Context: an optimization exercise on an open-source flow, tuned for small area and a short achievable clock period. The choices shown serve that exercise and are no tape-out recipe. Function was checked by simulation only, so behaviour that the tests miss may differ from the original. Power is estimated from default activity; no workload was simulated.

==> build 30 <==
==> flow/design.v <==
`default_nettype none
module port_arbiter #(
    parameter [3:0] MASK = 4'b1111
) (
    input  wire       clk,
    input  wire       reset,
    input  wire [3:0] request,
    input  wire       advance,
    output reg  [3:0] grant
);
    localparam integer NREQ = MASK[0] + MASK[1] + MASK[2] + MASK[3];
    localparam integer LO   = MASK[0] ? 0 : (MASK[1] ? 1 : (MASK[2] ? 2 : 3));
    localparam integer HI   = MASK[3] ? 3 : (MASK[2] ? 2 : (MASK[1] ? 1 : 0));
    wire [3:0] req = request & MASK;
    generate
        if (NREQ <= 1) begin : g_one
            always @(*) grant = req;
        end else if (NREQ == 2) begin : g_two
            reg hi_first;
            always @(*) begin
                grant = 4'b0000;
                grant[LO] = req[LO] && (!hi_first || !req[HI]);
                grant[HI] = req[HI] && (hi_first || !req[LO]);
            end
            always @(posedge clk) begin
                if (reset)
                    hi_first <= 1'b0;
                else if (advance && (req[LO] || req[HI]))
                    hi_first <= grant[LO];
            end
        end else begin : g_many
            reg [1:0] ptr;
            reg [1:0] grant_idx;
            reg       found;
            reg [1:0] idx;
            integer   i;
            always @(*) begin
                grant     = 4'b0000;
                grant_idx = ptr;
                found     = 1'b0;
                idx       = 2'd0;
                for (i = 0; i < 4; i = i + 1) begin
                    idx = ptr + i[1:0];
                    if (!found && req[idx]) begin
                        grant[idx] = 1'b1;
                        grant_idx  = idx;
                        found      = 1'b1;
                    end
                end
            end
            always @(posedge clk) begin
                if (reset)
                    ptr <= 2'd0;
                else if (advance && found)
                    ptr <= grant_idx + 2'd1;
            end
        end
    endgenerate
endmodule
`default_nettype wire
`default_nettype none
module flit_deserializer (
    input  wire        clk,
    input  wire        reset,
    input  wire [6:0]  serial_in,
    output wire [66:0] flit_out
);
    wire       in_valid  = serial_in[6];
    wire [1:0] in_vc     = serial_in[5:4];
    wire [3:0] in_nibble = serial_in[3:0];
    reg  [3:0]  count;
    wire        last_nibble;
    reg         valid_q;
    reg  [63:0] shift_q;
    reg  [1:0]  vc_q;
    assign last_nibble = (count == 4'd15);
    always @(posedge clk) begin
        if (reset) begin
            count   <= 4'd0;
            valid_q <= 1'b0;
        end else begin
            valid_q <= in_valid && last_nibble;
            if (in_valid)
                count <= count + 4'd1;
        end
    end
    always @(posedge clk) begin
        if (in_valid) begin
            shift_q <= {shift_q[59:0], in_nibble};
            if (last_nibble)
                vc_q <= in_vc;
        end
    end
    assign flit_out = {valid_q, vc_q, shift_q};
endmodule
`default_nettype wire
`default_nettype none
module flit_serializer (
    input  wire        clk,
    input  wire        reset,
    input  wire [66:0] flit_in,
    output wire        full,
    output wire [6:0]  serial_out
);
    reg         busy;
    wire        accept;
    reg  [3:0]  count;
    reg  [63:0] shift_q;
    reg  [1:0]  vc_q;
    assign accept = flit_in[66] && !busy;
    always @(posedge clk) begin
        if (reset) begin
            busy  <= 1'b0;
            count <= 4'd0;
        end else if (accept) begin
            busy  <= 1'b1;
            count <= 4'd0;
        end else if (busy) begin
            count <= count + 4'd1;
            if (count == 4'd15)
                busy <= 1'b0;
        end
    end
    always @(posedge clk) begin
        if (accept)
            shift_q <= flit_in[63:0];
        else
            shift_q <= {shift_q[59:0], 4'd0};
    end
    always @(posedge clk) begin
        if (accept)
            vc_q <= flit_in[65:64];
    end
    assign full       = busy;
    assign serial_out = {busy, vc_q, shift_q[63:60]};
endmodule
`default_nettype wire
`default_nettype none
module mesh_router #(
    parameter ROUTER_X     = 1,
    parameter ROUTER_Y     = 1,
    parameter BUFFER_DEPTH = 2
) (
    input  wire         clk,
    input  wire         reset,
    input  wire [267:0] in_link,
    output wire [3:0]   in_full,
    output wire [267:0] out_link,
    input  wire [3:0]   out_full
);
    localparam MESH_DIM = 3;
    localparam [3:0] EDGE_IN = {ROUTER_X == 1, ROUTER_Y == 1, ROUTER_X == MESH_DIM, ROUTER_Y == MESH_DIM};
    function automatic [3:0] can_go(input integer i);
        begin
            if (EDGE_IN[i])
                can_go = 4'b1111;
            else if (i == 0 || i == 2)
                can_go = {ROUTER_X == 1, 1'b1, ROUTER_X == MESH_DIM, 1'b1};
            else if (i == 3)
                can_go = 4'b0111;
            else
                can_go = 4'b1101;
        end
    endfunction
    function automatic [3:0] can_come(input integer d);
        integer k;
        begin
            for (k = 0; k < 4; k = k + 1)
                can_come[k] = can_go(k) >> d;
        end
    endfunction
    function automatic [1:0] route(input [2:0] dest_x, input [2:0] dest_y);
        reg [2:0] cx;
        reg [2:0] cy;
        begin
            cx = dest_x;
            cy = dest_y;
            if (cx < 3'd1)
                cx = 3'd1;
            if (cx > MESH_DIM)
                cx = MESH_DIM;
            if (cy < 3'd1)
                cy = 3'd1;
            if (cy > MESH_DIM)
                cy = MESH_DIM;
            if (cx > ROUTER_X)
                route = 2'd1;
            else if (cx < ROUTER_X)
                route = 2'd3;
            else if (cy > ROUTER_Y)
                route = 2'd0;
            else if (cy < ROUTER_Y)
                route = 2'd2;
            else if (dest_x == 3'd0)
                route = 2'd3;
            else if (dest_x == MESH_DIM + 1)
                route = 2'd1;
            else if (dest_y == 3'd0)
                route = 2'd2;
            else
                route = 2'd0;
        end
    endfunction
    wire [65:0] head [0:3];
    wire [3:0]  head_valid;
    wire [3:0]  pop;
    wire [3:0]  ready;
    wire [3:0]  request [0:3];
    wire [3:0]  grant   [0:3];
    genvar i;
    generate
        for (i = 0; i < 4; i = i + 1) begin : g_in
            reg  [65:0] e0;
            reg  [65:0] e1;
            reg         v0;
            reg         v1;
            wire        push;
            wire [65:0] din = in_link[i*67 +: 66];
            wire [1:0]  dir = route(e0[63:61], e0[60:58]);
            assign in_full[i]    = v1;
            assign push          = in_link[i*67+66] && !v1;
            assign head[i]       = e0;
            assign head_valid[i] = v0;
            always @(posedge clk) begin
                if (reset) begin
                    v0 <= 1'b0;
                    v1 <= 1'b0;
                end else begin
                    v0 <= (v0 && !pop[i]) || v1 || push;
                    v1 <= (v1 && !pop[i]) || (v0 && !pop[i] && push);
                end
            end
            always @(posedge clk) begin
                if (!v0 || pop[i])
                    e0 <= v1 ? e1 : din;
            end
            always @(posedge clk) begin
                if (!v1)
                    e1 <= din;
            end
            genvar o;
            for (o = 0; o < 4; o = o + 1) begin : g_req
                assign request[o][i] = v0 && (dir == o) && ((can_go(i) >> o) & 1);
            end
            assign pop[i] = (grant[0][i] && ready[0]) || (grant[1][i] && ready[1]) ||
                            (grant[2][i] && ready[2]) || (grant[3][i] && ready[3]);
        end
    endgenerate
    genvar d;
    generate
        for (d = 0; d < 4; d = d + 1) begin : g_out
            reg  [65:0] pick;
            reg         valid_q;
            reg  [65:0] flit_q;
            integer     k;
            assign ready[d] = !valid_q || !out_full[d];
            port_arbiter #(.MASK(can_come(d))) arb_inst (
                .clk     (clk),
                .reset   (reset),
                .request (request[d]),
                .advance (ready[d]),
                .grant   (grant[d])
            );
            always @(*) begin
                pick = 66'd0;
                for (k = 0; k < 4; k = k + 1)
                    pick = pick | (head[k] & {66{grant[d][k]}});
            end
            always @(posedge clk) begin
                if (reset)
                    valid_q <= 1'b0;
                else if (ready[d])
                    valid_q <= |grant[d];
            end
            always @(posedge clk) begin
                if (ready[d])
                    flit_q <= pick;
            end
            assign out_link[d*67 +: 67] = {valid_q, flit_q};
        end
    endgenerate
endmodule
`default_nettype wire
`default_nettype none
module mesh_edge_side (
    input  wire         clk,
    input  wire         reset,
    input  wire [6:0]   serial_in,
    input  wire [1:0]   sel,
    output wire [6:0]   serial_out,
    output wire [200:0] to_mesh,
    input  wire [200:0] from_mesh,
    output wire [2:0]   from_mesh_full
);
    wire [6:0] ser_out [0:2];
    genvar p;
    generate
        for (p = 0; p < 3; p = p + 1) begin : g_port
            wire [6:0] port_in = {serial_in[6] && (sel == p), serial_in[5:0]};
            flit_deserializer deser_inst (
                .clk       (clk),
                .reset     (reset),
                .serial_in (port_in),
                .flit_out  (to_mesh[p*67 +: 67])
            );
            flit_serializer ser_inst (
                .clk        (clk),
                .reset      (reset),
                .flit_in    (from_mesh[p*67 +: 67]),
                .full       (from_mesh_full[p]),
                .serial_out (ser_out[p])
            );
        end
    endgenerate
    wire [5:0] data_lo = sel[0] ? ser_out[1][5:0] : ser_out[0][5:0];
    wire [5:0] data    = sel[1] ? ser_out[2][5:0] : data_lo;
    wire       vld_lo  = sel[0] ? ser_out[1][6] : ser_out[0][6];
    wire       vld     = sel[1] ? (!sel[0] && ser_out[2][6]) : vld_lo;
    assign serial_out = {vld, data};
endmodule
`default_nettype wire
`default_nettype none
module noc_mesh (
    input  wire       clk,
    input  wire       reset,
    input  wire [6:0] west_in,
    input  wire [6:0] south_in,
    input  wire [6:0] east_in,
    input  wire [6:0] north_in,
    input  wire [1:0] west_sel,
    input  wire [1:0] south_sel,
    input  wire [1:0] east_sel,
    input  wire [1:0] north_sel,
    output wire [6:0] west_out,
    output wire [6:0] south_out,
    output wire [6:0] east_out,
    output wire [6:0] north_out
);
    localparam MESH_DIM = 3;
    localparam ROUTER_BUFFER_DEPTH = 2;
    wire [6:0] side_in  [0:3];
    wire [1:0] side_sel [0:3];
    wire [6:0] side_out [0:3];
    wire [200:0] side_to_mesh   [0:3];
    wire [200:0] side_from_mesh [0:3];
    wire [2:0]   side_full      [0:3];
    wire [267:0] r_in       [0:8];
    wire [267:0] r_out      [0:8];
    wire [3:0]   r_in_full  [0:8];
    wire [3:0]   r_out_full [0:8];
    assign side_in[0]  = north_in;
    assign side_in[1]  = east_in;
    assign side_in[2]  = south_in;
    assign side_in[3]  = west_in;
    assign side_sel[0] = north_sel;
    assign side_sel[1] = east_sel;
    assign side_sel[2] = south_sel;
    assign side_sel[3] = west_sel;
    assign north_out = side_out[0];
    assign east_out  = side_out[1];
    assign south_out = side_out[2];
    assign west_out  = side_out[3];
    genvar gs, gx, gy, gd;
    generate
        for (gs = 0; gs < 4; gs = gs + 1) begin : g_side
            mesh_edge_side side_inst (
                .clk            (clk),
                .reset          (reset),
                .serial_in      (side_in[gs]),
                .sel            (side_sel[gs]),
                .serial_out     (side_out[gs]),
                .to_mesh        (side_to_mesh[gs]),
                .from_mesh      (side_from_mesh[gs]),
                .from_mesh_full (side_full[gs])
            );
        end
        for (gx = 0; gx < MESH_DIM; gx = gx + 1) begin : g_col
            for (gy = 0; gy < MESH_DIM; gy = gy + 1) begin : g_row
                mesh_router #(
                    .ROUTER_X     (gx + 1),
                    .ROUTER_Y     (gy + 1),
                    .BUFFER_DEPTH (ROUTER_BUFFER_DEPTH)
                ) router_inst (
                    .clk      (clk),
                    .reset    (reset),
                    .in_link  (r_in[gx*3+gy]),
                    .in_full  (r_in_full[gx*3+gy]),
                    .out_link (r_out[gx*3+gy]),
                    .out_full (r_out_full[gx*3+gy])
                );
                for (gd = 0; gd < 4; gd = gd + 1) begin : g_dir
                    localparam integer NX = gx + (gd == 1) - (gd == 3);
                    localparam integer NY = gy + (gd == 0) - (gd == 2);
                    localparam integer PORT = (gd == 0 || gd == 2) ? gx : gy;
                    if (NX < 0 || NX >= MESH_DIM || NY < 0 || NY >= MESH_DIM) begin : g_edge
                        assign r_in[gx*3+gy][gd*67 +: 67]          = side_to_mesh[gd][PORT*67 +: 67];
                        assign side_from_mesh[gd][PORT*67 +: 67]   = r_out[gx*3+gy][gd*67 +: 67];
                        assign r_out_full[gx*3+gy][gd]             = side_full[gd][PORT];
                    end else begin : g_link
                        assign r_in[gx*3+gy][gd*67 +: 67] = r_out[NX*3+NY][(gd ^ 2)*67 +: 67];
                        assign r_out_full[gx*3+gy][gd]    = r_in_full[NX*3+NY][gd ^ 2];
                    end
                end
            end
        end
    endgenerate
endmodule
`default_nettype wire
==> flow/run.sh <==
#!/bin/bash
# synth_recipe.tcl (not shown) runs the flow's synth.tcl, then flattens the netlist and writes it again
# the make line also repeats each setting of config.mk as NAME=value (left out here)
make -C /OpenROAD-flow-scripts/flow DESIGN_CONFIG=/design/flow/config.mk WORK_HOME=/design/flow/orfs CLKGATE_MAP_FILE= SYNTH_SCRIPT=/design/flow/synth_recipe.tcl finish
==> flow/config.mk <==
export PLATFORM = sky130hd
export DESIGN_NAME = noc_mesh
export DESIGN_NICKNAME = noc_mesh
export VERILOG_FILES = /design/flow/design.v
export SDC_FILE = /design/flow/constraint.sdc
export NUM_CORES = 8
export LEC_CHECK = 0
export CAP_MARGIN = 20
export CORE_MARGIN = 2
export CORE_UTILIZATION = 22
export PLACE_DENSITY = 0.35
export SLEW_MARGIN = 20
==> flow/constraint.sdc <==
create_clock -name core_clock -period 6.0 [get_ports {clk}]
set_input_delay 1.2000 -clock core_clock [delete_from_list [all_inputs] [get_ports {clk}]]
set_output_delay 1.2000 -clock core_clock [all_outputs]
set_load 0.01 [all_outputs]
==> inputs of trial 72, as changes to build 30 <==
==> flow/design.v, changed modules only <==
module port_arbiter #(
    parameter [3:0] MASK = 4'b1111
) (
    input  wire       clk,
    input  wire       reset,
    input  wire [3:0] request,
    input  wire       advance,
    output reg  [3:0] grant
);
    localparam integer NREQ = MASK[0] + MASK[1] + MASK[2] + MASK[3];
    localparam integer LO   = MASK[0] ? 0 : (MASK[1] ? 1 : (MASK[2] ? 2 : 3));
    localparam integer HI   = MASK[3] ? 3 : (MASK[2] ? 2 : (MASK[1] ? 1 : 0));
    wire [3:0] req = request & MASK;
    generate
        if (NREQ <= 1) begin : g_one
            always @(*) grant = req;
        end else if (NREQ == 2) begin : g_two
            reg hi_first;
            always @(*) begin
                grant = 4'b0000;
                grant[LO] = req[LO] && (!hi_first || !req[HI]);
                grant[HI] = req[HI] && (hi_first || !req[LO]);
            end
            always @(posedge clk) begin
                if (reset)
                    hi_first <= 1'b0;
                else if (advance && (req[LO] || req[HI]))
                    hi_first <= grant[LO];
            end
        end else begin : g_many
            reg  [1:0] ptr;
            wire [3:0] p = {ptr == 2'd3, ptr == 2'd2, ptr == 2'd1, ptr == 2'd0};
            genvar gi, gj;
            for (gi = 0; gi < 4; gi = gi + 1) begin : g_gnt
                wire [3:0] blocked;
                for (gj = 0; gj < 4; gj = gj + 1) begin : g_blk
                    if (gj == gi) begin : g_self
                        assign blocked[gj] = 1'b0;
                    end else begin : g_other
                        wire [3:0] span;
                        genvar gk;
                        for (gk = 0; gk < 4; gk = gk + 1) begin : g_span
                            assign span[gk] = (((gk - gi - 1) & 3) <= ((gj - gi - 1) & 3)) && p[gk];
                        end
                        assign blocked[gj] = req[gj] && |span;
                    end
                end
                always @(*) grant[gi] = req[gi] && !(|blocked);
            end
            always @(posedge clk) begin
                if (reset)
                    ptr <= 2'd0;
                else if (advance && |req)
                    ptr <= {grant[1] || grant[2], grant[0] || grant[2]};
            end
        end
    endgenerate
endmodule
module flit_serializer (
    input  wire        clk,
    input  wire        reset,
    input  wire [66:0] flit_in,
    output wire        full,
    output wire [6:0]  serial_out
);
    reg         busy;
    wire        accept;
    reg  [3:0]  count;
    reg  [59:0] shift_q;
    assign accept = flit_in[66] && !busy;
    always @(posedge clk) begin
        if (reset) begin
            busy  <= 1'b0;
            count <= 4'd0;
        end else if (accept) begin
            busy  <= 1'b1;
            count <= 4'd0;
        end else if (busy) begin
            count <= count + 4'd1;
            if (count == 4'd15)
                busy <= 1'b0;
        end
    end
    reg  [3:0]  top_n;
    reg  [1:0]  vc_n;
    always @(posedge clk) begin
        shift_q[59:0] <= (flit_in[59:0] & {60{accept}}) | ({shift_q[55:0], 4'd0} & {60{busy}});
        top_n         <= ~((flit_in[63:60] & {4{accept}}) | (shift_q[59:56] & {4{busy}}));
    end
    always @(posedge clk) begin
        vc_n <= ~((flit_in[65:64] & {2{accept}}) | (~vc_n & {2{busy}}));
    end
    reg         busy_pin;
    always @(posedge clk) begin
        if (reset)
            busy_pin <= 1'b0;
        else
            busy_pin <= accept || (busy_pin && count != 4'd15);
    end
    assign full       = busy;
    assign serial_out = {busy_pin, vc_n, top_n};
endmodule
module mesh_router #(
    parameter ROUTER_X     = 1,
    parameter ROUTER_Y     = 1,
    parameter BUFFER_DEPTH = 2
) (
    input  wire         clk,
    input  wire         reset,
    input  wire [267:0] in_link,
    output wire [3:0]   in_full,
    output wire [267:0] out_link,
    input  wire [3:0]   out_full
);
    localparam MESH_DIM = 3;
    localparam [3:0] EDGE_IN = {ROUTER_X == 1, ROUTER_Y == 1, ROUTER_X == MESH_DIM, ROUTER_Y == MESH_DIM};
    function automatic [3:0] can_go(input integer i);
        begin
            if (EDGE_IN[i])
                can_go = 4'b1111;
            else if (i == 0 || i == 2)
                can_go = {ROUTER_X == 1, 1'b1, ROUTER_X == MESH_DIM, 1'b1};
            else if (i == 3)
                can_go = 4'b0111;
            else
                can_go = 4'b1101;
        end
    endfunction
    function automatic [3:0] can_come(input integer d);
        integer k;
        begin
            for (k = 0; k < 4; k = k + 1)
                can_come[k] = can_go(k) >> d;
        end
    endfunction
    function automatic [1:0] route(input [2:0] dest_x, input [2:0] dest_y);
        reg [2:0] cx;
        reg [2:0] cy;
        begin
            cx = dest_x;
            cy = dest_y;
            if (cx < 3'd1)
                cx = 3'd1;
            if (cx > MESH_DIM)
                cx = MESH_DIM;
            if (cy < 3'd1)
                cy = 3'd1;
            if (cy > MESH_DIM)
                cy = MESH_DIM;
            if (cx > ROUTER_X)
                route = 2'd1;
            else if (cx < ROUTER_X)
                route = 2'd3;
            else if (cy > ROUTER_Y)
                route = 2'd0;
            else if (cy < ROUTER_Y)
                route = 2'd2;
            else if (dest_x == 3'd0)
                route = 2'd3;
            else if (dest_x == MESH_DIM + 1)
                route = 2'd1;
            else if (dest_y == 3'd0)
                route = 2'd2;
            else
                route = 2'd0;
        end
    endfunction
    wire [65:0] head [0:3];
    wire [3:0]  head_valid;
    wire [3:0]  pop;
    wire [3:0]  ready;
    wire [3:0]  request [0:3];
    wire [3:0]  grant   [0:3];
    genvar i;
    generate
        for (i = 0; i < 4; i = i + 1) begin : g_in
            reg  [65:0] e0;
            reg  [65:0] e1;
            reg  [1:0]  dir;      
            reg         v0;
            reg         v1;
            reg         nv1;      
            wire        push;
            wire [65:0] din = in_link[i*67 +: 66];
            assign in_full[i]    = v1;
            assign push          = in_link[i*67+66] && !v1;
            assign head[i]       = e0;
            assign head_valid[i] = v0;
            always @(posedge clk) begin
                if (reset) begin
                    v0  <= 1'b0;
                    v1  <= 1'b0;
                    nv1 <= 1'b1;
                end else begin
                    v0  <= (v0 && !pop[i]) || v1 || push;
                    v1  <= (v1 && !pop[i]) || (v0 && !pop[i] && push);
                    nv1 <= !((v1 && !pop[i]) || (v0 && !pop[i] && push));
                end
            end
            wire [65:0] e1_next = (e1 & {66{v1}}) | (din & {66{nv1}});
            always @(posedge clk) begin
                if (!v0 || pop[i]) begin
                    e0  <= e1_next;
                    dir <= route(e1_next[63:61], e1_next[60:58]);
                end
            end
            always @(posedge clk) begin
                e1 <= e1_next;
            end
            genvar o;
            for (o = 0; o < 4; o = o + 1) begin : g_req
                assign request[o][i] = v0 && (dir == o) && ((can_go(i) >> o) & 1);
            end
            assign pop[i] = (grant[0][i] && ready[0]) || (grant[1][i] && ready[1]) ||
                            (grant[2][i] && ready[2]) || (grant[3][i] && ready[3]);
        end
    endgenerate
    genvar d;
    generate
        for (d = 0; d < 4; d = d + 1) begin : g_out
            reg  [65:0] pick;
            reg         valid_q;
            reg  [65:0] flit_q;
            integer     k;
            assign ready[d] = !valid_q || !out_full[d];
            port_arbiter #(.MASK(can_come(d))) arb_inst (
                .clk     (clk),
                .reset   (reset),
                .request (request[d]),
                .advance (ready[d]),
                .grant   (grant[d])
            );
            always @(*) begin
                pick = flit_q & {66{!ready[d]}};
                for (k = 0; k < 4; k = k + 1)
                    pick = pick | (head[k] & {66{grant[d][k] && ready[d]}});
            end
            always @(posedge clk) begin
                if (reset)
                    valid_q <= 1'b0;
                else if (ready[d])
                    valid_q <= |grant[d];
            end
            always @(posedge clk) begin
                flit_q <= pick;
            end
            assign out_link[d*67 +: 67] = {valid_q, flit_q};
        end
    endgenerate
endmodule
module mesh_edge_side (
    input  wire         clk,
    input  wire         reset,
    input  wire [6:0]   serial_in,
    input  wire [1:0]   sel,
    output wire [6:0]   serial_out,
    output wire [200:0] to_mesh,
    input  wire [200:0] from_mesh,
    output wire [2:0]   from_mesh_full
);
    wire [6:0] ser_out [0:2];
    genvar p;
    generate
        for (p = 0; p < 3; p = p + 1) begin : g_port
            wire [6:0] port_in = {serial_in[6] && (sel == p), serial_in[5:0]};
            flit_deserializer deser_inst (
                .clk       (clk),
                .reset     (reset),
                .serial_in (port_in),
                .flit_out  (to_mesh[p*67 +: 67])
            );
            flit_serializer ser_inst (
                .clk        (clk),
                .reset      (reset),
                .flit_in    (from_mesh[p*67 +: 67]),
                .full       (from_mesh_full[p]),
                .serial_out (ser_out[p])
            );
        end
    endgenerate
    wire       s0 = (sel == 2'd0);
    wire       s1 = (sel == 2'd1);
    wire       s2 = (sel == 2'd2);
    wire [5:0] data = ~((ser_out[0][5:0] & {6{s0}}) | (ser_out[1][5:0] & {6{s1}}) |
                        (ser_out[2][5:0] & {6{sel[1]}}));
    wire       vld  = (ser_out[0][6] && s0) || (ser_out[1][6] && s1) || (ser_out[2][6] && s2);
    assign serial_out = {vld, data};
endmodule
CORE_UTILIZATION = 65   (was 22)
CTS_CLUSTER_DIAMETER = 100   (was unset)
CTS_CLUSTER_SIZE = 20   (was unset)
PLACE_DENSITY = 0.72   (was 0.35)
SETUP_SLACK_MARGIN = 3.0   (was unset)
==> qor summary <==
Multiplexer fraction of the synthesized cell area: trial 72 0.00174; build 30 0.112
Number of antenna violations at the first check in global routing: trial 72 81; build 30 246
Xor and xnor fraction of the mapped netlist area: trial 72 0.00169; build 30 0.00290
Capture point of the critical path: trial 72 g_col[1].g_row[1].router_inst.g_in[3].v1$_SDFF_PP0_; build 30 g_col[2].g_row[1].router_inst.g_in[2].e0[8]$_DFFE_PP_
Critical path buffer and inverter count: trial 72 1; build 30 3
Max stage delay on crit path: trial 72 690 ps; build 30 800 ps
Power consumed by sequential cells: trial 72 64.3 mW; build 30 65.7 mW
Most instantiated flip-flop cell in the synthesis netlist: trial 72 sky130_fd_sc_hd__dfxtp_1; build 30 sky130_fd_sc_hd__edfxtp_1
Routability congestion estimate: trial 72 1.00; build 30 0.838
Post-synthesis instance area: trial 72 0.310 mm^2; build 30 0.333 mm^2
Biggest consumer: trial 72 sequential cells; build 30 clock
Sequential group share of total power: trial 72 0.628; build 30 0.492
Area of the placeable core: trial 72 0.475 mm^2; build 30 1.51 mm^2
Data buffer area share: trial 72 0.0118; build 30 0.0132
Synth Instances: trial 72 23300; build 30 21900
Most area-hungry cell type in the Yosys netlist: trial 72 sky130_fd_sc_hd__dfxtp_1; build 30 sky130_fd_sc_hd__edfxtp_1
Status: trial 72 timing/DRC/antenna clean; build 30 timing/DRC/antenna clean
Mean post-synth cell area: trial 72 13.3 um^2; build 30 15.2 um^2
Sequential Area: trial 72 0.215 mm^2; build 30 0.236 mm^2
Area share of the largest cell type after synthesis: trial 72 0.379; build 30 0.503
Ratio of cells with drive above 1 in the final layout: trial 72 0.0643; build 30 0.241
Switching component of the power: trial 72 21.0 mW; build 30 27.7 mW
Fraction of area in registers: trial 72 0.647; build 30 0.597
End of the worst register-to-register path: trial 72 g_col[1].g_row[1].router_inst.g_in[3].v1$_SDFF_PP0_; build 30 g_col[2].g_row[1].router_inst.g_in[2].e0[8]$_DFFE_PP_
Met2 usage: trial 72 0.599; build 30 0.278
Setup repair bufs after CTS: trial 72 10; build 30 0

[separate check: timing with driven ports]
The results above use ideal ports. As a check the final layouts listed here were re-extracted and re-timed, cells and wires unchanged.
Step 1, drivers: a clkbuf_16 drives clk and a buf_2 each remaining input, both assumed.
Step 2 also shifts input and output timing later by t, the mid clock arrival at the registers, as if the neighbouring blocks saw the same clock.
Slacks: ideal ports / drivers / drivers and shift; pairs: ideal ports / drivers.
| run | t, ns | setup slack, ns | worst register clock-pin slew, ns | worst data-port slew with drivers (ns) | cell pins on the clock port's net |
|---|---|---|---|---|---|
| build 30 | 1.385 | 1.083 / 1.083 / 1.083 | 0.07 / 0.07 | 0.28 | 1 |
| trial 72 | 1.258 | 2.685 / 2.613 / 2.423 | 0.09 / 0.09 | 0.12 | 1 |
After both steps setup and hold are still met in every run listed. For trial 72, which loses most, drivers alone change the setup slack by -0.072 ns; drivers and shift together by -0.262 ns.
